This is an optimization exercise on Yosys and OpenROAD, whose aim is small area, a short achievable clock period and few clock cycles per item, not a production implementation. Function was checked by simulation only, so behaviour that the tests miss may differ from the original.

==> flow/design.v, too long to show whole: its modules and the start of the top module <==
// module lfps_cfg_regs: 54 lines
// module lfps_ctrl: 41 lines
// module lfps_mean_lut: 25 lines
// module lfps_datapath: 160 lines
// module lfps_pid_mac: 1269 lines
// module line_follow_pid_steering: 61 lines
module line_follow_pid_steering #(
	parameter int unsigned SENSOR_COUNT = 8
) (
	input  logic                                 clk,
	input  logic                                 arst_n,
	input  logic                                 sensor_valid,
	output logic                                 sensor_ready,
	input  logic [lfps_pkg::SENSORS_MAX-1:0]     sensor_bits,
	output logic                                 wheel_valid,
	input  logic                                 wheel_ready,
	output logic [lfps_pkg::SPEED_W-1:0]         left_drive,
	output logic [lfps_pkg::SPEED_W-1:0]         right_drive,
	output logic [lfps_pkg::ERR_W-1:0]           error_out,
	input  logic                                 psel,
	input  logic                                 penable,
	input  logic                                 pwrite,
	input  logic [lfps_pkg::APB_ADDR_W-1:0]      paddr,
	input  logic [lfps_pkg::APB_DATA_W-1:0]      pwdata,
	output logic [lfps_pkg::APB_DATA_W-1:0]      prdata,
	output logic                                 pready
);
  // ...
==> flow/run.sh <==
#!/bin/bash
# synth_recipe.tcl (not shown) runs the flow's synth.tcl, then flattens the netlist and writes it again
# the make line also repeats each setting of config.mk as NAME=value (left out here)
make -C /OpenROAD-flow-scripts/flow DESIGN_CONFIG=/design/flow/config.mk WORK_HOME=/design/flow/orfs CLKGATE_MAP_FILE= SYNTH_SCRIPT=/design/flow/synth_recipe.tcl finish
==> flow/config.mk <==
export PLATFORM = sky130hd
export DESIGN_NAME = line_follow_pid_steering
export DESIGN_NICKNAME = line_follow_pid_steering
export VERILOG_FILES = /design/flow/design.v
export SDC_FILE = /design/flow/constraint.sdc
export NUM_CORES = 4
export LEC_CHECK = 0
export CAP_MARGIN = 20
export CORE_MARGIN = 2
export CORE_UTILIZATION = 40
export SLEW_MARGIN = 20
==> flow/constraint.sdc <==
create_clock -name core_clock -period 9.0 [get_ports {clk}]
set_input_delay 1.8000 -clock core_clock [delete_from_list [all_inputs] [get_ports {clk}]]
set_output_delay 1.8000 -clock core_clock [all_outputs]
set_load 0.01 [all_outputs]
==> metrics.yaml, run 1 <==
sta:
  clock_skew_ns: 0.0598
  worst_slack_ns: 0.720
  finalHoldViolCount: 0
finish:
  reg_top3: "u_cfg_regs.cfg_q (141), u_cfg_regs.rd_q (48)"
  n_sequential_cell: 422
  fill_cells: 11655
  seq_area_frac: 0.220
  top_area_cell_class: "multi-input gates"
synth:
  synthAdderAreaFrac: 0.206
  synth_warnings: 3
  synth_edf_count: 199
setup_path:
  arrival_ns: 8.82
  crit_slowest_cell: "fa_1"
  endpoint: "u_datapath.integ_q[4]$_DFFE_PN0P_"
  endpoint_kind: "register"
placed_design:
  port_buffers: 157
drt:
  avgRoutedWirePerCell_um: 23.2
  vias: 43365
global_route:
  grt_antenna_before_repair: 2
  grt_first_pass_wirelength_um: 252000
  overflow: 0
outcome:
  run_status: "no timing/DRC/antenna violations"
worst_hold_path:
  min_path_cells: 0
clocking:
  cts_tree: "done"
  numCtsBuffers: 51
  cts_buffer_depth: 3
floorplanning:
  io-pin-count: 194
Testbench counts, summed over its fixed seeds: cycles 2,088, items 2,048.
==> module lfps_ctrl, before the edit <==
module lfps_ctrl (
	input  logic clk,
	input  logic arst_n,
	input  logic in_valid,
	output logic in_ready,
	output logic out_valid,
	input  logic out_ready,
	output logic adv,       
	output logic skid_sel,  
	output logic skid_load,
	output logic upd        
);
	logic skid_q, v1_q, v2_q, v3_q, v4_q, ov_q;
	logic in_fire;
	assign in_ready  = !skid_q;
	assign in_fire   = in_valid && !skid_q;
	assign out_valid = ov_q;
	assign adv       = !ov_q || out_ready;
	assign skid_sel  = skid_q;
	assign skid_load = in_fire && !adv;
	assign upd       = adv && v1_q;
	always_ff @(posedge clk or negedge arst_n) begin
		if (!arst_n) begin
			skid_q <= 1'b0;
			v1_q   <= 1'b0;
			v2_q   <= 1'b0;
			v3_q   <= 1'b0;
			v4_q   <= 1'b0;
			ov_q   <= 1'b0;
		end else if (adv) begin
			skid_q <= 1'b0;
			v1_q   <= skid_q || in_fire;
			v2_q   <= v1_q;
			v3_q   <= v2_q;
			v4_q   <= v3_q;
			ov_q   <= v4_q;
		end else if (in_fire) begin
			skid_q <= 1'b1;
		end
	end
endmodule
==> module lfps_mean_lut, before the edit <==
module lfps_mean_lut (
	input  logic [7:0]  bits,
	output logic [16:0] o
);
	localparam logic [255:0] T0 = 256'h4da0cc21a2c929164829a09249161268b2c14916818416484116126896486880;
	localparam logic [255:0] T1 = 256'h6506dc0990286184ce6188922904924806482904600084004984124804004800;
	localparam logic [255:0] T2 = 256'h40a20028b2c14812824828004012002034814012a18492480092002092482080;
	localparam logic [255:0] T3 = 256'h0c04d82102600984cc09a0126104924890086104408004000904124884004800;
	localparam logic [255:0] T4 = 256'h61249400a0a92092042000802812802022c92812c10412484812002012482080;
	localparam logic [255:0] T5 = 256'h45824c0990086104ca6188920904124806400904200084004184124804004800;
	localparam logic [255:0] T6 = 256'h0822803c33c34a52834a2a40543a2820b495543aa3c4d2c802d240a0ba482080;
	localparam logic [255:0] T7 = 256'h702cf127c2e49be50d9b241b7124dadc390e7124d2e10d028d0d73cacc945c28;
	localparam logic [255:0] T8 = 256'h1647964794879c86999cb89de9b96271a998e9b96b7867726667148c9899e74a;
	localparam logic [255:0] T9 = 256'h01118111819189908889a989e8a9ebe8a889e8a9eae9eeeaeeeefe677676111a;
	localparam logic [255:0] T10 = 256'h00008000808088818888a888e8a8eae9a888e8a8eae8eeebeeeefeeefefefff4;
	localparam logic [255:0] T11 = 256'h00008000808088808888a888e8a8eae8a888e8a8eae8eeeaeeeefeeefefefffe;
	localparam logic [255:0] T12 = 256'h011511140110011401010110010101000001010100018088008088a9aaeae650;
	localparam logic [255:0] T13 = 256'h00000001000100010000000100000001000000000000000100000000000008ae;
	localparam logic [255:0] T14 = 256'ha888a888e888e8a8eae86668666246466e6a6662566614061414111001100001;
	localparam logic [255:0] T15 = 256'h0000000000000000000088808888a8a880808888a888eae8eaeaeeeefeeefffe;
	localparam logic [255:0] T16 = 256'hfffffffffffffffffffffffffffffffffffffffffffffffffffffffffffffffe;
	assign o = {T16[bits], T15[bits], T14[bits], T13[bits], T12[bits], T11[bits],
	            T10[bits], T9[bits], T8[bits], T7[bits], T6[bits], T5[bits],
	            T4[bits], T3[bits], T2[bits], T1[bits], T0[bits]};
endmodule
==> module lfps_datapath, before the edit <==
module lfps_datapath (
	input  logic           clk,
	input  logic           arst_n,
	input  logic           adv,
	input  logic           skid_sel,
	input  logic           skid_load,
	input  logic           upd,
	input  lfps_pkg::cfg_t cfg,
	input  logic [7:0]     sensor_bits,
	output logic [14:0]    left_drive,
	output logic [14:0]    right_drive,
	output logic [11:0]    error_out
);
	logic [7:0]  skid_bits_q;
	logic [16:0] lut_o;
	logic        m_found, m_neg, m_db;
	logic [1:0]  m_cls;
	logic signed [11:0] m_mean;
	lfps_mean_lut u_lut (
		.bits (skid_sel ? skid_bits_q : sensor_bits),
		.o    (lut_o)
	);
	always_ff @(posedge clk) begin
		if (skid_load) skid_bits_q <= sensor_bits;
		if (adv) {m_found, m_neg, m_db, m_cls, m_mean} <= lut_o;
	end
	logic signed [11:0] pe_q;
	logic signed [15:0] integ_q;
	logic signed [11:0] s2_raw_q;
	logic               s2_ez_q;
	logic signed [12:0] s2_de_q;
	logic        pe_pos, pe_neg;
	logic [11:0] pe_mag;
	logic [1:0]  pe_cls, cls;
	logic signed [11:0] raw, e;
	logic        flip;
	logic signed [15:0] i0;
	logic signed [24:0] x;
	logic signed [17:0] t;
	logic [15:0] lim, hi_mag, lo_mag;
	logic signed [15:0] integ_new;
	always_comb begin
		pe_neg = pe_q[11];
		pe_pos = !pe_q[11] && (pe_q != 12'sd0);
		pe_mag = pe_q[11] ? 12'(-pe_q) : pe_q;
		pe_cls = (pe_mag > lfps_pkg::ERR_LARGE) ? 2'd2 : ((pe_mag > lfps_pkg::ERR_MEDIUM) ? 2'd1 : 2'd0);
		raw    = m_found ? m_mean : pe_q;
		e      = m_found ? (m_db ? 12'sd0 : m_mean) : pe_q;
		cls    = m_found ? m_cls : pe_cls;
		flip   = m_found && !m_db && ((pe_pos && m_neg) || (pe_neg && !m_neg));
		i0     = flip ? 16'sd0 : integ_q;
		x      = 25'($signed({i0, 8'h00})) + 25'(e);
		t      = 18'(x >>> 8) + 18'(x[24] && (x[7:0] != 8'h00));
		unique case (cls)
			2'd2:    lim = cfg.integral_limits[47:32];
			2'd1:    lim = cfg.integral_limits[31:16];
			default: lim = cfg.integral_limits[15:0];
		endcase
		hi_mag = lim[15] ? 16'd32767 : lim;
		lo_mag = lim[15] ? 16'd32768 : lim;
		if (t > $signed({2'b00, hi_mag})) begin
			integ_new = $signed(hi_mag);
		end else if (t < -$signed({2'b00, lo_mag})) begin
			integ_new = 16'(-$signed({2'b00, lo_mag}));
		end else begin
			integ_new = 16'(t);
		end
	end
	always_ff @(posedge clk or negedge arst_n) begin
		if (!arst_n) begin
			pe_q    <= '0;
			integ_q <= '0;
		end else if (upd) begin
			pe_q    <= e;
			integ_q <= integ_new;
		end
	end
	always_ff @(posedge clk) begin
		if (adv) begin
			s2_raw_q <= raw;
			s2_ez_q  <= m_found && m_db;
			s2_de_q  <= 13'(e) - 13'(pe_q);
		end
	end
	logic signed [11:0] e3;
	logic [40:8]        mac_a, mac_b;
	logic               mac_c8;
	logic [40:8]        s3_a_q, s3_b_q;
	logic               s3_c8_q;
	logic signed [11:0] s3_raw_q;
	assign e3 = s2_ez_q ? 12'sd0 : s2_raw_q;
	lfps_pid_mac u_mac (
		.gp (cfg.gain_p),
		.gd (cfg.gain_d),
		.gi (cfg.gain_i),
		.e  (e3),
		.de (s2_de_q),
		.ig (integ_q),
		.sa (mac_a),
		.sb (mac_b),
		.c8 (mac_c8)
	);
	always_ff @(posedge clk) begin
		if (adv) begin
			s3_a_q   <= mac_a;
			s3_b_q   <= mac_b;
			s3_c8_q  <= mac_c8;
			s3_raw_q <= s2_raw_q;
		end
	end
	logic [32:0]        acc;      
	logic signed [24:0] acc_hi;
	logic signed [15:0] sl;
	logic signed [15:0] sv;
	logic               svf;
	logic signed [15:0] s4_sv_q;
	logic               s4_svf_q;
	logic signed [11:0] s4_raw_q;
	always_comb begin
		acc    = s3_a_q + s3_b_q + 33'(s3_c8_q);
		acc_hi = $signed(acc[32:8]);
		sl     = $signed({1'b0, cfg.steer_limit});
		svf    = 1'b0;
		if (acc_hi > 25'(sl)) begin
			sv = sl;
		end else if (acc_hi < -(25'(sl))) begin
			sv = -sl;
		end else begin
			sv  = 16'(acc_hi);
			svf = (acc[7:0] != 8'h00) && (acc_hi != 25'(sl));
		end
	end
	always_ff @(posedge clk) begin
		if (adv) begin
			s4_sv_q  <= sv;
			s4_svf_q <= svf;
			s4_raw_q <= s3_raw_q;
		end
	end
	logic signed [16:0] lsum, rsum;
	logic [14:0] lw, rw;
	logic [14:0] l_q, r_q;
	logic [11:0] err_q;
	always_comb begin
		lsum = 17'($signed({2'b00, cfg.nominal_drive})) + 17'(s4_sv_q);
		rsum = 17'($signed({2'b00, cfg.nominal_drive})) + 17'(~s4_sv_q) + 17'(!s4_svf_q);
		lw   = lsum[16] ? 15'd0 : ((lsum[15:0] > {1'b0, cfg.drive_cap}) ? cfg.drive_cap : lsum[14:0]);
		rw   = rsum[16] ? 15'd0 : ((rsum[15:0] > {1'b0, cfg.drive_cap}) ? cfg.drive_cap : rsum[14:0]);
	end
	always_ff @(posedge clk) begin
		if (adv) begin
			l_q   <= lw;
			r_q   <= rw;
			err_q <= s4_raw_q;
		end
	end
	assign left_drive  = l_q;
	assign right_drive = r_q;
	assign error_out   = err_q;
endmodule
==> inputs of run 2 (changes only) <==
--- a/flow/design.v
+++ b/flow/design.v
@@ -96,3 +96,3 @@
 );
-	logic skid_q, v1_q, v2_q, v3_q, v4_q, ov_q;
+	logic skid_q, v0_q, v1_q, v2_q, v3_q, v4_q, ov_q;
 	logic in_fire;
@@ -108,2 +108,3 @@
 			skid_q <= 1'b0;
+			v0_q   <= 1'b0;
 			v1_q   <= 1'b0;
@@ -115,3 +116,4 @@
 			skid_q <= 1'b0;
-			v1_q   <= skid_q || in_fire;
+			v0_q   <= skid_q || in_fire;
+			v1_q   <= v0_q;
 			v2_q   <= v1_q;
@@ -125,26 +127,45 @@
 endmodule
+module lfps_sense_sum (
+	input  logic [7:0]        bits,
+	output logic signed [4:0] s,
+	output logic [3:0]        n
+);
+	logic [3:0] lw, rw;
+	always_comb begin
+		lw = 4'd5 * bits[0] + 4'd4 * bits[1] + 4'd2 * bits[2] + 4'd1 * bits[3];
+		rw = 4'd1 * bits[4] + 4'd2 * bits[5] + 4'd4 * bits[6] + 4'd5 * bits[7];
+		s  = $signed({1'b0, rw}) - $signed({1'b0, lw});
+		n  = 4'(bits[0]) + 4'(bits[1]) + 4'(bits[2]) + 4'(bits[3])
+		   + 4'(bits[4]) + 4'(bits[5]) + 4'(bits[6]) + 4'(bits[7]);
+	end
+endmodule
 module lfps_mean_lut (
-	input  logic [7:0]  bits,
-	output logic [16:0] o
+	input  logic signed [4:0] s,
+	input  logic [3:0]        n,
+	output logic [17:0]       o
 );
-	localparam logic [255:0] T0 = 256'h4da0cc21a2c929164829a09249161268b2c14916818416484116126896486880;
-	localparam logic [255:0] T1 = 256'h6506dc0990286184ce6188922904924806482904600084004984124804004800;
-	localparam logic [255:0] T2 = 256'h40a20028b2c14812824828004012002034814012a18492480092002092482080;
-	localparam logic [255:0] T3 = 256'h0c04d82102600984cc09a0126104924890086104408004000904124884004800;
-	localparam logic [255:0] T4 = 256'h61249400a0a92092042000802812802022c92812c10412484812002012482080;
-	localparam logic [255:0] T5 = 256'h45824c0990086104ca6188920904124806400904200084004184124804004800;
-	localparam logic [255:0] T6 = 256'h0822803c33c34a52834a2a40543a2820b495543aa3c4d2c802d240a0ba482080;
-	localparam logic [255:0] T7 = 256'h702cf127c2e49be50d9b241b7124dadc390e7124d2e10d028d0d73cacc945c28;
-	localparam logic [255:0] T8 = 256'h1647964794879c86999cb89de9b96271a998e9b96b7867726667148c9899e74a;
-	localparam logic [255:0] T9 = 256'h01118111819189908889a989e8a9ebe8a889e8a9eae9eeeaeeeefe677676111a;
-	localparam logic [255:0] T10 = 256'h00008000808088818888a888e8a8eae9a888e8a8eae8eeebeeeefeeefefefff4;
-	localparam logic [255:0] T11 = 256'h00008000808088808888a888e8a8eae8a888e8a8eae8eeeaeeeefeeefefefffe;
-	localparam logic [255:0] T12 = 256'h011511140110011401010110010101000001010100018088008088a9aaeae650;
-	localparam logic [255:0] T13 = 256'h00000001000100010000000100000001000000000000000100000000000008ae;
-	localparam logic [255:0] T14 = 256'ha888a888e888e8a8eae86668666246466e6a6662566614061414111001100001;
-	localparam logic [255:0] T15 = 256'h0000000000000000000088808888a8a880808888a888eae8eaeaeeeefeeefffe;
-	localparam logic [255:0] T16 = 256'hfffffffffffffffffffffffffffffffffffffffffffffffffffffffffffffffe;
-	assign o = {T16[bits], T15[bits], T14[bits], T13[bits], T12[bits], T11[bits],
-	            T10[bits], T9[bits], T8[bits], T7[bits], T6[bits], T5[bits],
-	            T4[bits], T3[bits], T2[bits], T1[bits], T0[bits]};
+	localparam logic [255:0] Q0 = 256'h00000000c8000026da0000b69420085200000000db600db60000000000000000;
+	localparam logic [255:0] Q1 = 256'h00000000d000003048000092730009ce00000000924009240000000000000000;
+	localparam logic [255:0] Q2 = 256'h000000005000002292000024a520009400000000492004920000000000000000;
+	localparam logic [255:0] Q3 = 256'h000000009800000448000092c620011800000000924009240000000000000000;
+	localparam logic [255:0] Q4 = 256'h00000000c0000030920000245200094a00000000492004920000000000000000;
+	localparam logic [255:0] Q5 = 256'h000000005000002248000092310008c600000000924009240000000000000000;
+	localparam logic [255:0] Q6 = 256'h000000009800000492000024a5200094aa8002aa492004920000000000000000;
+	localparam logic [255:0] Q7 = 256'h00000000c0000030e2800238c6200118ccc004cc92400924aa8002aa00000000;
+	localparam logic [255:0] Q8 = 256'h00000000d8000000fc0002c0f82001e0f0d010f0e3000c38cc8000cc88000022;
+	localparam logic [255:0] Q9 = 256'h00000000d8000000fe800000ff400c00ff001700fc000dc0f08000f0c8000004;
+	localparam logic [255:0] Q10 = 256'h00000000d8000000fe800000ff600000ffd00000ff600000fe000200d0000030;
+	localparam logic [255:0] Q11 = 256'h00000000d8000000fe800000ff600000ffd00000ff600000fe800000d8000000;
+	localparam logic [255:0] Q12 = 256'h00000000000000000000000001600d0003d017800f0001e01c00007040000004;
+	localparam logic [255:0] Q13 = 256'h000000000000000000000000000000000000000000600c000280028018000030;
+	localparam logic [255:0] Q14 = 256'h00000001d0000016e000000fc0000007c0000007800000038000000300000000;
+	localparam logic [255:0] Q15 = 256'h00000000080000001e8000003f6000003fd000007f6000007e800000d8000000;
+	localparam logic [255:0] Q16 = 256'h00000000080000201a8002b0372009d82ec006e85b600db42a8002a800000000;
+	logic [7:0] idx;
+	logic       found;
+	assign idx   = {3'(n - 4'd1), s};
+	assign found = (n != 4'd0);
+	assign o     = {found, Q16[idx], Q15[idx], Q14[idx] || !found, Q13[idx], Q12[idx],
+	                Q11[idx], Q10[idx], Q9[idx], Q8[idx], Q7[idx], Q6[idx],
+	                Q5[idx], Q4[idx], Q3[idx], Q2[idx], Q1[idx], Q0[idx]};
 endmodule
@@ -163,5 +184,21 @@
 );
-	logic [7:0]  skid_bits_q;
-	logic [16:0] lut_o;
-	logic        m_found, m_neg, m_db;
+	logic signed [4:0] in_s, skid_s_q, s0_s_q;
+	logic [3:0]        in_n, skid_n_q, s0_n_q;
+	lfps_sense_sum u_sum (
+		.bits (sensor_bits),
+		.s    (in_s),
+		.n    (in_n)
+	);
+	always_ff @(posedge clk) begin
+		if (skid_load) begin
+			skid_s_q <= in_s;
+			skid_n_q <= in_n;
+		end
+		if (adv) begin
+			s0_s_q <= skid_sel ? skid_s_q : in_s;
+			s0_n_q <= skid_sel ? skid_n_q : in_n;
+		end
+	end
+	logic [17:0] lut_o;
+	logic        m_found, m_efr, m_neg, m_db;
 	logic [1:0]  m_cls;
@@ -169,10 +206,12 @@
 	lfps_mean_lut u_lut (
-		.bits (skid_sel ? skid_bits_q : sensor_bits),
-		.o    (lut_o)
+		.s (s0_s_q),
+		.n (s0_n_q),
+		.o (lut_o)
 	);
 	always_ff @(posedge clk) begin
-		if (skid_load) skid_bits_q <= sensor_bits;
-		if (adv) {m_found, m_neg, m_db, m_cls, m_mean} <= lut_o;
+		if (adv) {m_found, m_efr, m_neg, m_db, m_cls, m_mean} <= lut_o;
 	end
 	logic signed [11:0] pe_q;
+	logic [1:0]         pe_cls_q;
+	logic               pe_nz_q, pe_frac_q;
 	logic signed [15:0] integ_q;
@@ -181,24 +220,43 @@
 	logic signed [12:0] s2_de_q;
-	logic        pe_pos, pe_neg;
-	logic [11:0] pe_mag;
-	logic [1:0]  pe_cls, cls;
 	logic signed [11:0] raw, e;
-	logic        flip;
-	logic signed [15:0] i0;
-	logic signed [24:0] x;
-	logic signed [17:0] t;
-	logic [15:0] lim, hi_mag, lo_mag;
+	logic               e_fr, e_nz, flip;
+	logic [1:0]         cls;
+	logic signed [3:0]  d0;
+	logic signed [4:0]  d1;
+	logic [15:0]        lim;
+	logic [14:0]        hi;
+	logic [15:0]        lo_mag;
+	logic signed [12:0] ih, ih_m, ih_p;
+	logic signed [17:0] dhi, dlo;
+	logic signed [13:0] dhi_h, dlo_h;
+	logic               dhi_neg_m, dhi_neg_0, dhi_neg_p;
+	logic               dlo_neg_m, dlo_neg_0, dlo_neg_p;
+	logic signed [5:0]  l0, l1, h0, h1, g0, g1;
+	logic signed [12:0] hs0, hs1;
+	logic signed [16:0] a0, a1, t_nf, t_f, t;
+	logic               sel1, gt0, gt1, lt0, lt1;
+	logic               gt_nf, lt_nf, gt_f, lt_f, gt, lt;
 	logic signed [15:0] integ_new;
+	function automatic logic neg_plus(input logic signed [13:0] x, input logic signed [5:0] c_from);
+		logic nm, n0, np;
+		nm = x[13] || (x == 14'sd0);
+		n0 = x[13];
+		np = x[13] && (x != -14'sd1);
+		if (c_from < 0) begin
+			neg_plus = nm;
+		end else if (c_from > 6'sd15) begin
+			neg_plus = np;
+		end else begin
+			neg_plus = n0;
+		end
+	endfunction
 	always_comb begin
-		pe_neg = pe_q[11];
-		pe_pos = !pe_q[11] && (pe_q != 12'sd0);
-		pe_mag = pe_q[11] ? 12'(-pe_q) : pe_q;
-		pe_cls = (pe_mag > lfps_pkg::ERR_LARGE) ? 2'd2 : ((pe_mag > lfps_pkg::ERR_MEDIUM) ? 2'd1 : 2'd0);
-		raw    = m_found ? m_mean : pe_q;
-		e      = m_found ? (m_db ? 12'sd0 : m_mean) : pe_q;
-		cls    = m_found ? m_cls : pe_cls;
-		flip   = m_found && !m_db && ((pe_pos && m_neg) || (pe_neg && !m_neg));
-		i0     = flip ? 16'sd0 : integ_q;
-		x      = 25'($signed({i0, 8'h00})) + 25'(e);
-		t      = 18'(x >>> 8) + 18'(x[24] && (x[7:0] != 8'h00));
+		raw  = m_found ? m_mean : pe_q;
+		e    = m_found ? (m_db ? 12'sd0 : m_mean) : pe_q;
+		e_fr = m_found ? m_efr : pe_frac_q;
+		e_nz = m_found ? !m_db : pe_nz_q;
+		cls  = m_found ? m_cls : pe_cls_q;
+		flip = m_found && !m_db && ((pe_nz_q && !pe_q[11] && m_neg) || (pe_q[11] && !m_neg));
+		d0   = e[11:8];
+		d1   = 5'(d0) + 5'sd1;
 		unique case (cls)
@@ -208,8 +266,39 @@
 		endcase
-		hi_mag = lim[15] ? 16'd32767 : lim;
-		lo_mag = lim[15] ? 16'd32768 : lim;
-		if (t > $signed({2'b00, hi_mag})) begin
-			integ_new = $signed(hi_mag);
-		end else if (t < -$signed({2'b00, lo_mag})) begin
-			integ_new = 16'(-$signed({2'b00, lo_mag}));
+		hi     = lim[15] ? 15'h7FFF : lim[14:0];
+		lo_mag = lim[15] ? 16'h8000 : lim;
+		ih   = 13'($signed(integ_q[15:4]));
+		ih_m = ih - 13'sd1;
+		ih_p = ih + 13'sd1;
+		l0   = $signed({2'b00, integ_q[3:0]}) + 6'(d0);
+		l1   = $signed({2'b00, integ_q[3:0]}) + 6'(d1);
+		hs0  = l0[5] ? ih_m : (l0[4] ? ih_p : ih);
+		hs1  = l1[5] ? ih_m : (l1[4] ? ih_p : ih);
+		a0   = {hs0, l0[3:0]};
+		a1   = {hs1, l1[3:0]};
+		sel1 = hs0[12] && e_fr;
+		t_nf = sel1 ? a1 : a0;
+		dhi   = 18'(integ_q) - 18'($signed({1'b0, hi})) - 18'sd1;
+		dlo   = 18'(integ_q) + 18'($signed({1'b0, lo_mag}));
+		dhi_h = dhi[17:4];
+		dlo_h = dlo[17:4];
+		h0    = $signed({2'b00, dhi[3:0]}) + 6'(d0);
+		h1    = $signed({2'b00, dhi[3:0]}) + 6'(d1);
+		g0    = $signed({2'b00, dlo[3:0]}) + 6'(d0);
+		g1    = $signed({2'b00, dlo[3:0]}) + 6'(d1);
+		gt0   = !neg_plus(dhi_h, h0);
+		gt1   = !neg_plus(dhi_h, h1);
+		lt0   = neg_plus(dlo_h, g0);
+		lt1   = neg_plus(dlo_h, g1);
+		gt_nf = sel1 ? gt1 : gt0;
+		lt_nf = sel1 ? lt1 : lt0;
+		t_f  = (e[11] && e_fr) ? 17'(d1) : 17'(d0);
+		gt_f = t_f > $signed({2'b00, hi});
+		lt_f = t_f < -$signed({1'b0, lo_mag});
+		t  = flip ? t_f : t_nf;
+		gt = flip ? gt_f : gt_nf;
+		lt = flip ? lt_f : lt_nf;
+		if (gt) begin
+			integ_new = $signed({1'b0, hi});
+		end else if (lt) begin
+			integ_new = 16'(-$signed({1'b0, lo_mag}));
 		end else begin
@@ -220,7 +309,13 @@
 		if (!arst_n) begin
-			pe_q    <= '0;
-			integ_q <= '0;
+			pe_q      <= '0;
+			pe_cls_q  <= '0;
+			pe_nz_q   <= 1'b0;
+			pe_frac_q <= 1'b0;
+			integ_q   <= '0;
 		end else if (upd) begin
-			pe_q    <= e;
-			integ_q <= integ_new;
+			pe_q      <= e;
+			pe_cls_q  <= cls;
+			pe_nz_q   <= e_nz;
+			pe_frac_q <= e_fr;
+			integ_q   <= integ_new;
 		end
@@ -264,3 +359,4 @@
 	logic signed [15:0] sv;
-	logic               svf;
+	logic               svf, hi_ovf, lo_ovf, at_sl;
+	logic [15:0]        lo_sum;
 	logic signed [15:0] s4_sv_q;
@@ -272,11 +368,14 @@
 		sl     = $signed({1'b0, cfg.steer_limit});
-		svf    = 1'b0;
-		if (acc_hi > 25'(sl)) begin
+		hi_ovf = !acc_hi[24] && ((acc_hi[23:15] != 9'h000) || (acc_hi[14:0] > sl[14:0]));
+		lo_sum = {1'b0, acc_hi[14:0]} + {1'b0, sl[14:0]};
+		lo_ovf = acc_hi[24] && ((acc_hi[23:15] != 9'h1FF) || !lo_sum[15]);
+		at_sl  = !acc_hi[24] && (acc_hi[23:15] == 9'h000) && (acc_hi[14:0] == sl[14:0]);
+		if (hi_ovf) begin
 			sv = sl;
-		end else if (acc_hi < -(25'(sl))) begin
+		end else if (lo_ovf) begin
 			sv = -sl;
 		end else begin
-			sv  = 16'(acc_hi);
-			svf = (acc[7:0] != 8'h00) && (acc_hi != 25'(sl));
+			sv = 16'(acc_hi);
 		end
+		svf = (acc[7:0] != 8'h00) && !hi_ovf && !lo_ovf && !at_sl;
 	end
--- a/flow/config.mk
+++ b/flow/config.mk
@@ -7,2 +7,3 @@
 export LEC_CHECK = 0
+export ABC_CLOCK_PERIOD_IN_PS = 4500
 export CAP_MARGIN = 20
@@ -10,2 +11,3 @@
 export CORE_UTILIZATION = 40
+export SETUP_SLACK_MARGIN = 4
 export SLEW_MARGIN = 20
==> metrics.yaml, run 2 <==
outcome:
  run_status: "no timing/DRC/antenna violations"  # unchanged
clocking:
  cts_buffer_depth: 3  # unchanged
  numCtsBuffers: 53  # was 51
  cts_sinks: 438  # was 422
  path_clk_slew_ns: 0.07  # was 0.06 ns
  insertion_delay_ns: 0.67  # about the same
  cts_root_buf: "clkbuf_16"  # unchanged
  cts_tree: "done"  # unchanged
  cts_max_level: 2  # unchanged
drt:
  vias: 43352  # was 43365
  dr.max_layer_used: "met5"  # was met4
  drt-pass1-iter-count: 9  # was 8
  drt_iter0_drc: 4234  # was 4854
  post_drt_via_cell_ratio: 5.92  # was 6.07
  avgRoutedWirePerCell_um: 23.8  # was 23.2 um
  wl_met1_um: 68900  # was 69800 um
  drc_errors: 0  # unchanged
  met3_wirelength_um: 14800  # was 13600 um
  wirelength_um: 174000  # was 165000 um
  met2_length_um: 79400  # was 75400 um
  ant_nets: 0  # unchanged
sta:
  period_minus_slack_ns: 5.83  # was 8.28 ns
  period_share: 0.647  # was 0.920
  maxSlewViolCount: 0  # unchanged
  worst_slack_ns: 3.17  # was 0.720 ns
  max_clock_freq_ghz: 0.172  # was 0.121 GHz
  rsz0062_at_grt: "yes"  # was no
  clock_skew_ns: 0.0587  # was 0.0598 ns
  max_slew_margin: 0.155  # was 0.242
  worstMarginPinSlew_ns: 1.27  # was 1.14 ns
  finalHoldViolCount: 0  # unchanged
  setup_viol: 0  # unchanged
  tns_ns: 0  # unchanged
finish:
  seq_area_mm2: 0.0118  # was 0.0113 mm^2
  syn_to_final_growth_pct: 20.0  # was 9.07%
  regMostFlops: "u_cfg_regs.cfg_q"  # unchanged
  largest_reg_flops: 141  # unchanged
  post-route-cell-area_mm2: 0.0576  # was 0.0515 mm^2
  multiInputGateArea_mm2: 0.0354  # was 0.0323 mm^2
  mostFrequentLayoutCells: "inv_1 (454), nand2_1 (414), o21ai_0 (408)"  # was nand2_1 (540), o21ai_0 (504), nor2_1 (487)
  fill_cells: 11211  # was 11655
  postLayoutCoreUtil: 0.482  # was 0.438
  reg_top3: "u_cfg_regs.cfg_q (141), u_cfg_regs.rd_q (48)"  # unchanged
  nNetsFinal: 6370  # was 6205
  final_common_cell: "inv_1"  # was nand2_1
  drive_gt1_frac: 0.184  # was 0.0784
synth:
  async_reset_ff_frac: 0.411  # was 0.415
  ys.flop_type: "edfxtp_1"  # unchanged
  synth_edf_count: 210  # was 199
  yosys-top-cells-area: "fa_1 (14%), edfxtp_1 (13%), dfrtp_1 (9.4%)"  # was fa_1 (14%), edfxtp_1 (13%), dfrtp_1 (9.3%)
  synth_area_mm2: 0.0480  # was 0.0472 mm^2
  synthTopCellsByCount: "inv_1 (466), o21ai_0 (455), nand2_1 (426)"  # was nand2_1 (540), o21ai_0 (505), nor2_1 (488)
  syn_inst: 5527  # was 5753
  yosysTopAreaCell: "fa_1"  # unchanged
  synth_top_cell_area_share: 0.137  # was 0.136
  ys_ff_latch: 438  # was 422
  synth_warnings: 4  # was 3
  synth_cell_type_count: 95  # was 97
  synth.most_common_cell: "inv_1"  # was nand2_1
  avgSynthCellArea_um2: 8.69  # was 8.21 um^2
  synth.yosys.seq_area_share: 0.245  # was 0.240
setup_path:
  required_ns: 9.53  # was 9.54 ns
  crit-reg2reg-launch: "u_datapath.m_found$_DFFE_PN_"  # was u_datapath.pe_q[6]$_DFFE_PN0P_
  cp-startpoint: "u_datapath.m_found$_DFFE_PN_"  # was u_datapath.pe_q[6]$_DFFE_PN0P_
  critPathKind: "register to register"  # unchanged
  arrival_ns: 6.35  # was 8.82 ns
  path_max_fanout: 7  # was 20
  critPathLaunchType: "register"  # unchanged
  endpoint_kind: "register"  # unchanged
run:
  drv_cap: 0  # unchanged
placed_design:
  port_buffers: 157  # unchanged
  dpl.hpwl_um: 124000  # was 120000 um
  placed_cell_area_mm2: 0.0509  # was 0.0497 mm^2
  gp_congestion: 0.976  # was 0.961
  pre_cts_slack_ns: 1.67  # was 0.710 ns
global_route:
  grt_max_degree: 140  # was 141
  grt_first_pass_wirelength_um: 262000  # was 252000 um
  overflow: 0  # unchanged
  track_usage: 0.278  # was 0.267
  grt_pass1_vias: 42118  # was 40725
  grt_antenna_before_repair: 6  # was 2
worst_hold_path:
  worstHoldPathType: "register to register"  # unchanged
  hold_start: "u_datapath.s4_raw_q[2]$_DFFE_PN_"  # was u_datapath.s3_raw_q[2]$_DFFE_PN_
floorplanning:
  io-pin-count: 194  # unchanged
  die_area_mm2: 0.123  # was 0.121 mm^2
  core-area_mm2: 0.119  # was 0.118 mm^2
  row_count: 127  # was 126
  die_height_um: 350  # was 348 um
  initial_core_util: 0.402  # about the same
  die_x_um: 350  # was 348 um
[run 2: cell types whose count changed after synthesis, moves of 60 or more]
cell / delta
a21oi_1: -125
nand2_1: -114
xnor2_1: +113
nor2_1: -100
clkbuf_1: -87
ha_1: +60
[run 2: layout make-up]
cell class,instances,share of cell area
Multi-Input combinational cell,4167,0.615
Tap cell,1612,0.0350
Clock buffer,70,0.0259
Timing Repair inverter,1,0.000130
Timing Repair Buffer,516,0.0814
Inverter,480,0.0319
Clock inverter,30,0.00541
Sequential cell,438,0.205
Antenna cell,4,0.000174
[run 2: kinds of logic after synthesis]
group,count (synthesis),synth area share
AOI/OAI and AO/OA,1628,0.219
and+or+nand+nor,1347,0.132
muxes,248,0.0584
other,2,0.000156
DFF,438,0.245
xor gates and xnor gates,253,0.0462
buffers and inverters,939,0.0752
adders and majority gates,672,0.224
[run 2: worst paths after layout]
kind                                                 endpoint  slack (ns)  cells after the start
setup / recovery           u_datapath.integ_q[14]$_DFFE_PN0P_        3.17                     22
hold / removal                  u_datapath.err_q[2]$_DFFE_PN_        0.36                      0
setup reg to reg           u_datapath.integ_q[14]$_DFFE_PN0P_        3.17                     22
hold reg to reg                 u_datapath.err_q[2]$_DFFE_PN_        0.36                      0
max in group asynchronous   u_cfg_regs.cfg_q[103]$_DFFE_PN0P_        6.62                      2
min in group asynchronous  u_datapath.integ_q[14]$_DFFE_PN0P_        1.10                      1
[run 2: timing repair]
item,in CTS,in global routing
gates resized for setup,431,216
hold buffers,0,0
cloned,9,0
hold endpoints to repair,0,0
pin swaps,195,106
setup buffers,169,70
setup endpoints to repair,99,91
[run 2: metrics by stage]
stage,hold slack [ns],std cells
CTS,0.372,7244
floorplan,0.400,5542
global placement,0.402,6966
global route,0.392,7314
finish,0.363,7318
detailed placement,0.405,6966
[run 2: metal layers]
layer	vias up	GRT usage
li1	19755	-
met1	21190	0.354
met2	1932	0.449
met3	471	0.0478
met4	4	0.156
met5	-	0
[run 2: critical path, cell delays in order, from the launching register on]
cell,delay [ns]
edfxtp_1,0.44
buf_6,0.16
mux2i_4,0.21
ha_4,0.26
buf_8,0.15
a221oi_4,0.27
nor2_4,0.08
clkinv_4,0.09
and2_4,0.16
ha_4,0.19
nor2b_4,0.14
or3_4,0.38
a2111oi_4,0.40
nor3_4,0.09
a32oi_4,0.25
or4b_4,0.52
or4_4,0.43
or3_4,0.38
nand2_4,0.09
a21oi_4,0.05
o32a_4,0.44
or2_4,0.28
o221a_1,0.23
Testbench counts of run 2, summed over its fixed seeds: cycles 2,096, items 2,048.
==> inputs of run 3 (changes only) <==
--- a/flow/design.v
+++ b/flow/design.v
@@ -220,53 +220,36 @@
 	logic signed [12:0] s2_de_q;
-	logic signed [11:0] raw, e;
+	logic signed [11:0] raw, e, e_f;
 	logic               e_fr, e_nz, flip;
 	logic [1:0]         cls;
-	logic signed [3:0]  d0;
-	logic signed [4:0]  d1;
-	logic [15:0]        lim;
-	logic [14:0]        hi;
-	logic [15:0]        lo_mag;
+	logic [14:0]        hi_0, hi_1, hi_2;
+	logic [15:0]        lo_0, lo_1, lo_2;
 	logic signed [12:0] ih, ih_m, ih_p;
-	logic signed [17:0] dhi, dlo;
-	logic signed [13:0] dhi_h, dlo_h;
-	logic               dhi_neg_m, dhi_neg_0, dhi_neg_p;
-	logic               dlo_neg_m, dlo_neg_0, dlo_neg_p;
-	logic signed [5:0]  l0, l1, h0, h1, g0, g1;
-	logic signed [12:0] hs0, hs1;
-	logic signed [16:0] a0, a1, t_nf, t_f, t;
-	logic               sel1, gt0, gt1, lt0, lt1;
-	logic               gt_nf, lt_nf, gt_f, lt_f, gt, lt;
+	logic signed [3:0]  df0;
+	logic signed [16:0] t_p, t_fn, t_f;
+	logic               gt_p, lt_p, gt_fn, lt_fn, gt_f, lt_f;
+	logic               gt, lt;
+	logic signed [16:0] t;
+	logic [14:0]        hi_sel, hi_f;
+	logic [15:0]        lo_sel, lo_f;
 	logic signed [15:0] integ_new;
-	function automatic logic neg_plus(input logic signed [13:0] x, input logic signed [5:0] c_from);
-		logic nm, n0, np;
-		nm = x[13] || (x == 14'sd0);
-		n0 = x[13];
-		np = x[13] && (x != -14'sd1);
-		if (c_from < 0) begin
-			neg_plus = nm;
-		end else if (c_from > 6'sd15) begin
-			neg_plus = np;
-		end else begin
-			neg_plus = n0;
-		end
-	endfunction
-	always_comb begin
-		raw  = m_found ? m_mean : pe_q;
-		e    = m_found ? (m_db ? 12'sd0 : m_mean) : pe_q;
-		e_fr = m_found ? m_efr : pe_frac_q;
-		e_nz = m_found ? !m_db : pe_nz_q;
-		cls  = m_found ? m_cls : pe_cls_q;
-		flip = m_found && !m_db && ((pe_nz_q && !pe_q[11] && m_neg) || (pe_q[11] && !m_neg));
-		d0   = e[11:8];
+	task automatic integ_step(
+		input  logic signed [3:0]  d0,
+		input  logic               fr,
+		input  logic [1:0]         c,
+		output logic signed [16:0] tt,
+		output logic               gt_o,
+		output logic               lt_o
+	);
+		logic signed [4:0]  d1;
+		logic signed [5:0]  l0, l1;
+		logic signed [12:0] hs0, hs1;
+		logic signed [16:0] a0, a1;
+		logic               sel;
+		logic [14:0]        hv;
+		logic [15:0]        lv;
+		logic signed [17:0] dh, dl;
+		logic signed [5:0]  sh0, sh1, sl0, sl1;
+		logic               h_pos, h_neg, l_pos, l_neg;
+		logic               g0, g1, k0, k1;
 		d1   = 5'(d0) + 5'sd1;
-		unique case (cls)
-			2'd2:    lim = cfg.integral_limits[47:32];
-			2'd1:    lim = cfg.integral_limits[31:16];
-			default: lim = cfg.integral_limits[15:0];
-		endcase
-		hi     = lim[15] ? 15'h7FFF : lim[14:0];
-		lo_mag = lim[15] ? 16'h8000 : lim;
-		ih   = 13'($signed(integ_q[15:4]));
-		ih_m = ih - 13'sd1;
-		ih_p = ih + 13'sd1;
 		l0   = $signed({2'b00, integ_q[3:0]}) + 6'(d0);
@@ -277,28 +260,67 @@
 		a1   = {hs1, l1[3:0]};
-		sel1 = hs0[12] && e_fr;
-		t_nf = sel1 ? a1 : a0;
-		dhi   = 18'(integ_q) - 18'($signed({1'b0, hi})) - 18'sd1;
-		dlo   = 18'(integ_q) + 18'($signed({1'b0, lo_mag}));
-		dhi_h = dhi[17:4];
-		dlo_h = dlo[17:4];
-		h0    = $signed({2'b00, dhi[3:0]}) + 6'(d0);
-		h1    = $signed({2'b00, dhi[3:0]}) + 6'(d1);
-		g0    = $signed({2'b00, dlo[3:0]}) + 6'(d0);
-		g1    = $signed({2'b00, dlo[3:0]}) + 6'(d1);
-		gt0   = !neg_plus(dhi_h, h0);
-		gt1   = !neg_plus(dhi_h, h1);
-		lt0   = neg_plus(dlo_h, g0);
-		lt1   = neg_plus(dlo_h, g1);
-		gt_nf = sel1 ? gt1 : gt0;
-		lt_nf = sel1 ? lt1 : lt0;
-		t_f  = (e[11] && e_fr) ? 17'(d1) : 17'(d0);
-		gt_f = t_f > $signed({2'b00, hi});
-		lt_f = t_f < -$signed({1'b0, lo_mag});
-		t  = flip ? t_f : t_nf;
-		gt = flip ? gt_f : gt_nf;
-		lt = flip ? lt_f : lt_nf;
+		sel  = hs0[12] && fr;
+		tt   = sel ? a1 : a0;
+		hv   = c[1] ? hi_2 : (c[0] ? hi_1 : hi_0);
+		lv   = c[1] ? lo_2 : (c[0] ? lo_1 : lo_0);
+		dh    = 18'(integ_q) + 18'($signed(~{3'b000, hv}));
+		dl    = 18'(integ_q) + 18'($signed({2'b00, lv}));
+		h_pos = !dh[17] && (dh[16:3] != 14'h0000);
+		h_neg = dh[17] && (dh[16:3] != 14'h3FFF);
+		l_pos = !dl[17] && (dl[16:3] != 14'h0000);
+		l_neg = dl[17] && (dl[16:3] != 14'h3FFF);
+		sh0   = 6'($signed({dh[17], dh[2:0]})) + 6'(d0);
+		sh1   = 6'($signed({dh[17], dh[2:0]})) + 6'(d1);
+		sl0   = 6'($signed({dl[17], dl[2:0]})) + 6'(d0);
+		sl1   = 6'($signed({dl[17], dl[2:0]})) + 6'(d1);
+		g0    = h_pos || (!h_neg && !sh0[5]);
+		g1    = h_pos || (!h_neg && !sh1[5]);
+		k0    = l_neg || (!l_pos && sl0[5]);
+		k1    = l_neg || (!l_pos && sl1[5]);
+		gt_o  = sel ? g1 : g0;
+		lt_o  = sel ? k1 : k0;
+	endtask
+	always_comb begin
+		hi_0 = cfg.integral_limits[15] ? 15'h7FFF : cfg.integral_limits[14:0];
+		hi_1 = cfg.integral_limits[31] ? 15'h7FFF : cfg.integral_limits[30:16];
+		hi_2 = cfg.integral_limits[47] ? 15'h7FFF : cfg.integral_limits[46:32];
+		lo_0 = cfg.integral_limits[15] ? 16'h8000 : cfg.integral_limits[15:0];
+		lo_1 = cfg.integral_limits[31] ? 16'h8000 : cfg.integral_limits[31:16];
+		lo_2 = cfg.integral_limits[47] ? 16'h8000 : cfg.integral_limits[47:32];
+		ih   = 13'($signed(integ_q[15:4]));
+		ih_m = ih - 13'sd1;
+		ih_p = ih + 13'sd1;
+		e_f  = m_db ? 12'sd0 : m_mean;
+		raw  = m_found ? m_mean : pe_q;
+		e    = m_found ? e_f : pe_q;
+		e_fr = m_found ? m_efr : pe_frac_q;
+		e_nz = m_found ? !m_db : pe_nz_q;
+		cls  = m_found ? m_cls : pe_cls_q;
+		flip = !m_db && ((pe_nz_q && !pe_q[11] && m_neg) || (pe_q[11] && !m_neg));
+		integ_step(pe_q[11:8], pe_frac_q, pe_cls_q, t_p, gt_p, lt_p);
+		integ_step(e_f[11:8], m_efr, m_cls, t_fn, gt_fn, lt_fn);
+		df0  = e_f[11:8];
+		t_f  = (e_f[11] && m_efr) ? 17'(5'(df0) + 5'sd1) : 17'(df0);
+		hi_f = m_cls[1] ? hi_2 : (m_cls[0] ? hi_1 : hi_0);
+		lo_f = m_cls[1] ? lo_2 : (m_cls[0] ? lo_1 : lo_0);
+		gt_f = t_f > $signed({2'b00, hi_f});
+		lt_f = t_f < -$signed({1'b0, lo_f});
+		if (!m_found) begin
+			t  = t_p;
+			gt = gt_p;
+			lt = lt_p;
+		end else if (flip) begin
+			t  = t_f;
+			gt = gt_f;
+			lt = lt_f;
+		end else begin
+			t  = t_fn;
+			gt = gt_fn;
+			lt = lt_fn;
+		end
+		hi_sel = cls[1] ? hi_2 : (cls[0] ? hi_1 : hi_0);
+		lo_sel = cls[1] ? lo_2 : (cls[0] ? lo_1 : lo_0);
 		if (gt) begin
-			integ_new = $signed({1'b0, hi});
+			integ_new = $signed({1'b0, hi_sel});
 		end else if (lt) begin
-			integ_new = 16'(-$signed({1'b0, lo_mag}));
+			integ_new = 16'(-$signed({1'b0, lo_sel}));
 		end else begin
@@ -326,3 +348,3 @@
 			s2_ez_q  <= m_found && m_db;
-			s2_de_q  <= 13'(e) - 13'(pe_q);
+			s2_de_q  <= m_found ? 13'(e_f) - 13'(pe_q) : 13'sd0;
 		end
@@ -388,3 +410,3 @@
 	end
-	logic signed [16:0] lsum, rsum;
+	logic signed [16:0] lsum, rsum, k, lk, rk;
 	logic [14:0] lw, rw;
@@ -393,6 +415,9 @@
 	always_comb begin
+		k    = 17'($signed({2'b00, cfg.drive_cap})) - 17'($signed({2'b00, cfg.nominal_drive}));
 		lsum = 17'($signed({2'b00, cfg.nominal_drive})) + 17'(s4_sv_q);
 		rsum = 17'($signed({2'b00, cfg.nominal_drive})) + 17'(~s4_sv_q) + 17'(!s4_svf_q);
-		lw   = lsum[16] ? 15'd0 : ((lsum[15:0] > {1'b0, cfg.drive_cap}) ? cfg.drive_cap : lsum[14:0]);
-		rw   = rsum[16] ? 15'd0 : ((rsum[15:0] > {1'b0, cfg.drive_cap}) ? cfg.drive_cap : rsum[14:0]);
+		lk   = k + 17'(~s4_sv_q) + 17'sd1;    
+		rk   = k + 17'(s4_sv_q) + 17'(s4_svf_q);  
+		lw   = lsum[16] ? 15'd0 : (lk[16] ? cfg.drive_cap : lsum[14:0]);
+		rw   = rsum[16] ? 15'd0 : (rk[16] ? cfg.drive_cap : rsum[14:0]);
 	end
==> metrics.yaml, run 3 <==
setup_path:
  path_depth: 24  # was 22
  path_max_fanout: 8  # was 7
  critPathKind: "register to register"  # unchanged
  path_delay_family: "compound AO/OA/AOI/OAI gates"  # was simple AND/OR/NAND/NOR gates
  arrival_ns: 6.07  # was 6.35 ns
  endpoint_kind: "register"  # unchanged
  reg2reg_depth: 24  # was 22
  path_cells: "a221oi_1, a21oi_1, ha_2, o21a_1, o21a_1, a32oi_2, and4_4, o31ai_4, a21oi_2, xnor2_2, buf_6, inv_1, ha_1, a211oi_2, mux2i_1, mux2i_4, nand4_1, o41ai_2, a21o_2, buf_12, a31oi_4, buf_12, a31oi_4, a22o_1"  # was buf_6, mux2i_4, ha_4, buf_8, a221oi_4, nor2_4, clkinv_4, and2_4, ha_4, nor2b_4, or3_4, a2111oi_4, nor3_4, a32oi_4, or4b_4, or4_4, or3_4, nand2_4, a21oi_4, o32a_4, or2_4, o221a_1
  slowest_delay_ns: 0.70  # was 0.52 ns
  required_ns: 9.58  # was 9.53 ns
  crit_slowest_cell: "dfrtp_1"  # was or4b_4
  critPathLaunchType: "register"  # unchanged
  crit_buf_inv: 4  # was 3
placed_design:
  dpl.hpwl_um: 140000  # was 124000 um
  gp_congestion: 0.966  # was 0.976
  port_buffers: 157  # unchanged
  dp_cells: 7766  # was 6966
synth:
  synth_area_mm2: 0.0524  # was 0.0480 mm^2
  syn_inst: 6222  # was 5527
  synth.yosys.seq_area_share: 0.224  # was 0.245
  synth_warnings: 4  # unchanged
  synthTopCellsByCount: "inv_1 (508), nand2_1 (501), o21ai_0 (479)"  # was inv_1 (466), o21ai_0 (455), nand2_1 (426)
  synth.most_common_cell: "inv_1"  # unchanged
  ys_ff_latch: 438  # unchanged
  yosysTopAreaCell: "fa_1"  # unchanged
  synth_top_cell_area_share: 0.127  # was 0.137
  synth_edf_count: 210  # unchanged
  yosys-top-cells-area: "fa_1 (13%), edfxtp_1 (12%), ha_1 (8.9%)"  # was fa_1 (14%), edfxtp_1 (13%), dfrtp_1 (9.4%)
  async_reset_ff_frac: 0.411  # unchanged
  synth_cell_type_count: 100  # was 95
  ys.flop_type: "edfxtp_1"  # unchanged
  avgSynthCellArea_um2: 8.43  # was 8.69 um^2
clocking:
  cts_tree: "done"  # unchanged
  numCtsBuffers: 50  # was 53
  cts_sinks: 438  # unchanged
  cts_buffer_depth: 3  # unchanged
  path_clk_slew_ns: 0.06  # was 0.07 ns
  ctsHoldBuffers: 0  # unchanged
  cts_max_level: 2  # unchanged
  cts_root_buf: "clkbuf_16"  # unchanged
  insertion_delay_ns: 0.70  # was 0.67 ns
sta:
  rsz0062_at_grt: "yes"  # unchanged
  maxSlewViolCount: 0  # unchanged
  worstMarginPinSlew_ns: 1.16  # was 1.27 ns
  tns_ns: 0  # unchanged
  period_minus_slack_ns: 5.49  # was 5.83 ns
  finalHoldViolCount: 0  # unchanged
  max_slew_margin: 0.229  # was 0.155
  clock_skew_ns: 0.0760  # was 0.0587 ns
  period_share: 0.611  # was 0.647
  setup_viol: 0  # unchanged
  holdWs_ns: 0.420  # was 0.363 ns
  max_clock_freq_ghz: 0.182  # was 0.172 GHz
finish:
  largest_reg_flops: 141  # unchanged
  nNetsFinal: 7135  # was 6370
  syn_to_final_growth_pct: 17.9  # was 20.0%
  seq_area_mm2: 0.0118  # about the same
  final_common_cell: "inv_1"  # unchanged
  multiInputGateArea_mm2: 0.0390  # was 0.0354 mm^2
  reg_top3: "u_cfg_regs.cfg_q (141), u_cfg_regs.rd_q (48)"  # unchanged
  postLayoutCoreUtil: 0.476  # was 0.482
  regMostFlops: "u_cfg_regs.cfg_q"  # unchanged
  drive_gt1_frac: 0.169  # was 0.184
  mostFrequentLayoutCells: "inv_1 (497), nand2_1 (489), o21ai_0 (440)"  # was inv_1 (454), nand2_1 (414), o21ai_0 (408)
  fill_cells: 12422  # was 11211
  instances_no_fill: 8129  # was 7318
worst_hold_path:
  min_path_cells: 0  # unchanged
  worstHoldPathType: "register to register"  # unchanged
drt:
  drt_iter0_drc: 6059  # was 4234
  drt-pass1-iter-count: 8  # was 9
  post_drt_via_cell_ratio: 6.06  # was 5.92
  ant_nets: 0  # unchanged
  avgRoutedWirePerCell_um: 24.2  # was 23.8 um
  wirelength_um: 197000  # was 174000 um
  vias: 49223  # was 43352
  drc_errors: 0  # unchanged
global_route:
  overflow: 0  # unchanged
  track_usage: 0.279  # was 0.278
  grt_first_pass_wirelength_um: 289000  # was 262000 um
  grt_pass1_vias: 45607  # was 42118
  grt_max_degree: 158  # was 140
  grt_antenna_before_repair: 11  # was 6
floorplanning:
  core-area_mm2: 0.130  # was 0.119 mm^2
  die_height_um: 366  # was 350 um
  row_count: 132  # was 127
  die_x_um: 366  # was 350 um
  die_area_mm2: 0.134  # was 0.123 mm^2
  initial_core_util: 0.404  # was 0.402
  io-pin-count: 194  # unchanged
outcome:
  run_status: "no timing/DRC/antenna violations"  # unchanged
run:
  drv_cap: 0  # unchanged
## run 3: changes by cell type after synthesis, moves of 21 or more
cell	delta
nand2_1	+75
nand2b_1	+21
nor3_1	+39
ha_1	+74
nor2_1	+58
nor2b_1	+44
a21oi_1	+95
xnor2_1	+54
o21ai_0	+24
o22ai_1	+22
inv_1	+42
a211oi_1	+51
## run 3: final timing paths
| check | endpoint | start | slack [ns] |
|---|---|---|---|
| max reg2reg | u_datapath.integ_q[9]$_DFFE_PN0P_ | u_cfg_regs.cfg_q[5]$_DFFE_PN0P_ | 3.51 |
| min in group asynchronous | u_ctrl.skid_q$_DFFE_PN0P_ | arst_n | 1.05 |
| max in group asynchronous | u_cfg_regs.cfg_q[31]$_DFFE_PN0P_ | arst_n | 6.65 |
| max | u_datapath.integ_q[9]$_DFFE_PN0P_ | u_cfg_regs.cfg_q[5]$_DFFE_PN0P_ | 3.51 |
| min | u_datapath.err_q[9]$_DFFE_PN_ | u_datapath.s4_raw_q[9]$_DFFE_PN_ | 0.42 |
| min reg2reg | u_datapath.err_q[9]$_DFFE_PN_ | u_datapath.s4_raw_q[9]$_DFFE_PN_ | 0.42 |
## run 3: cell type report
class	count	area share
multi-input cells	4795	0.631
clock inverters	23	0.00443
repair buffers	537	0.0828
well taps	1742	0.0353
inverters	521	0.0323
flip-flops and latches	438	0.191
clock buffers	70	0.0228
diodes	3	0.000121
## run 3: cells by family (layout without fill, tap and decap cells)
kind of cell,after synthesis,in the layout,synth area share
and+or+nand+nor,1574,1577,0.141
xor gates and xnor gates,324,324,0.0541
DFF,438,438,0.224
adders and majority gates,750,750,0.225
other,2,20,0.000143
AOI/OAI and AO/OA,1863,1864,0.227
muxes,263,263,0.0554
buffers and inverters,1008,1151,0.0739
## run 3: what timing repair did
item,CTS,global route
cloned,6,7
endpoints found under the setup margin,107,93
gates resized for setup,295,292
pin swaps,106,115
setup buffers,153,101
## run 3: per-stage QoR
step,worst slack [ns],cell area [um^2]
6_report,3.51,61800
5_1_grt,3.34,61800
4_1_cts,3.59,59700
3_5_place_dp,2.10,55400
3_3_place_gp,2.18,55400
2_1_floorplan,4.00,52700
## run 3: routing by layer
metal,routed length [um],part of all wire,GRT usage
met1,80300,0.41,0.385
met2,87500,0.44,0.432
met3,20500,0.10,0.0531
met4,8550,0.043,0.104
met5,27,0.00014,0
## run 3: worst register-to-register path, delay by kind of cell (launching register included)
kind	cells	cell delay, ns
AO/OA/AOI/OAI	13	2.50
flip-flops	1	0.70
adder cells (fa/ha/maj)	2	0.60
buffers and inverters	4	0.57
AND/OR/NAND/NOR	2	0.47
multiplexers	2	0.41
XOR/XNOR	1	0.14
Testbench counts of run 3, summed over its fixed seeds: cycles 2,096, items 2,048.

==> static timing again, ports no longer ideal <==
In the flow no input, the clock included, has a driving cell. The finished layouts below were timed again as built, in two steps. Step 1, drivers: a clkbuf_16 drives clk and a buf_2 each remaining input, both assumed. Step 2 times the ports against the registers' clock, not the clock port: input delays grow and output delays shrink by t, the midpoint of the rising clock arrivals with the driver on. Three values: ideal, step 1, step 2; two values: the first two.
run | t, ns | setup slack, ns | clock arrival spread, ns | worst register clock-pin slew, ns | worst slew at a driven data input, ns
run 1 | 0.713 | 0.720 / 0.720 / 0.720 | 0.062 / 0.063 | 0.06 / 0.06 | 0.09
run 2 | 0.722 | 3.174 / 3.174 / 3.174 | 0.060 / 0.060 | 0.07 / 0.07 | 0.09
run 3 | 0.744 | 3.505 / 3.505 / 3.505 | 0.076 / 0.076 | 0.07 / 0.07 | 0.10
After both steps setup and hold are still met in every run listed.
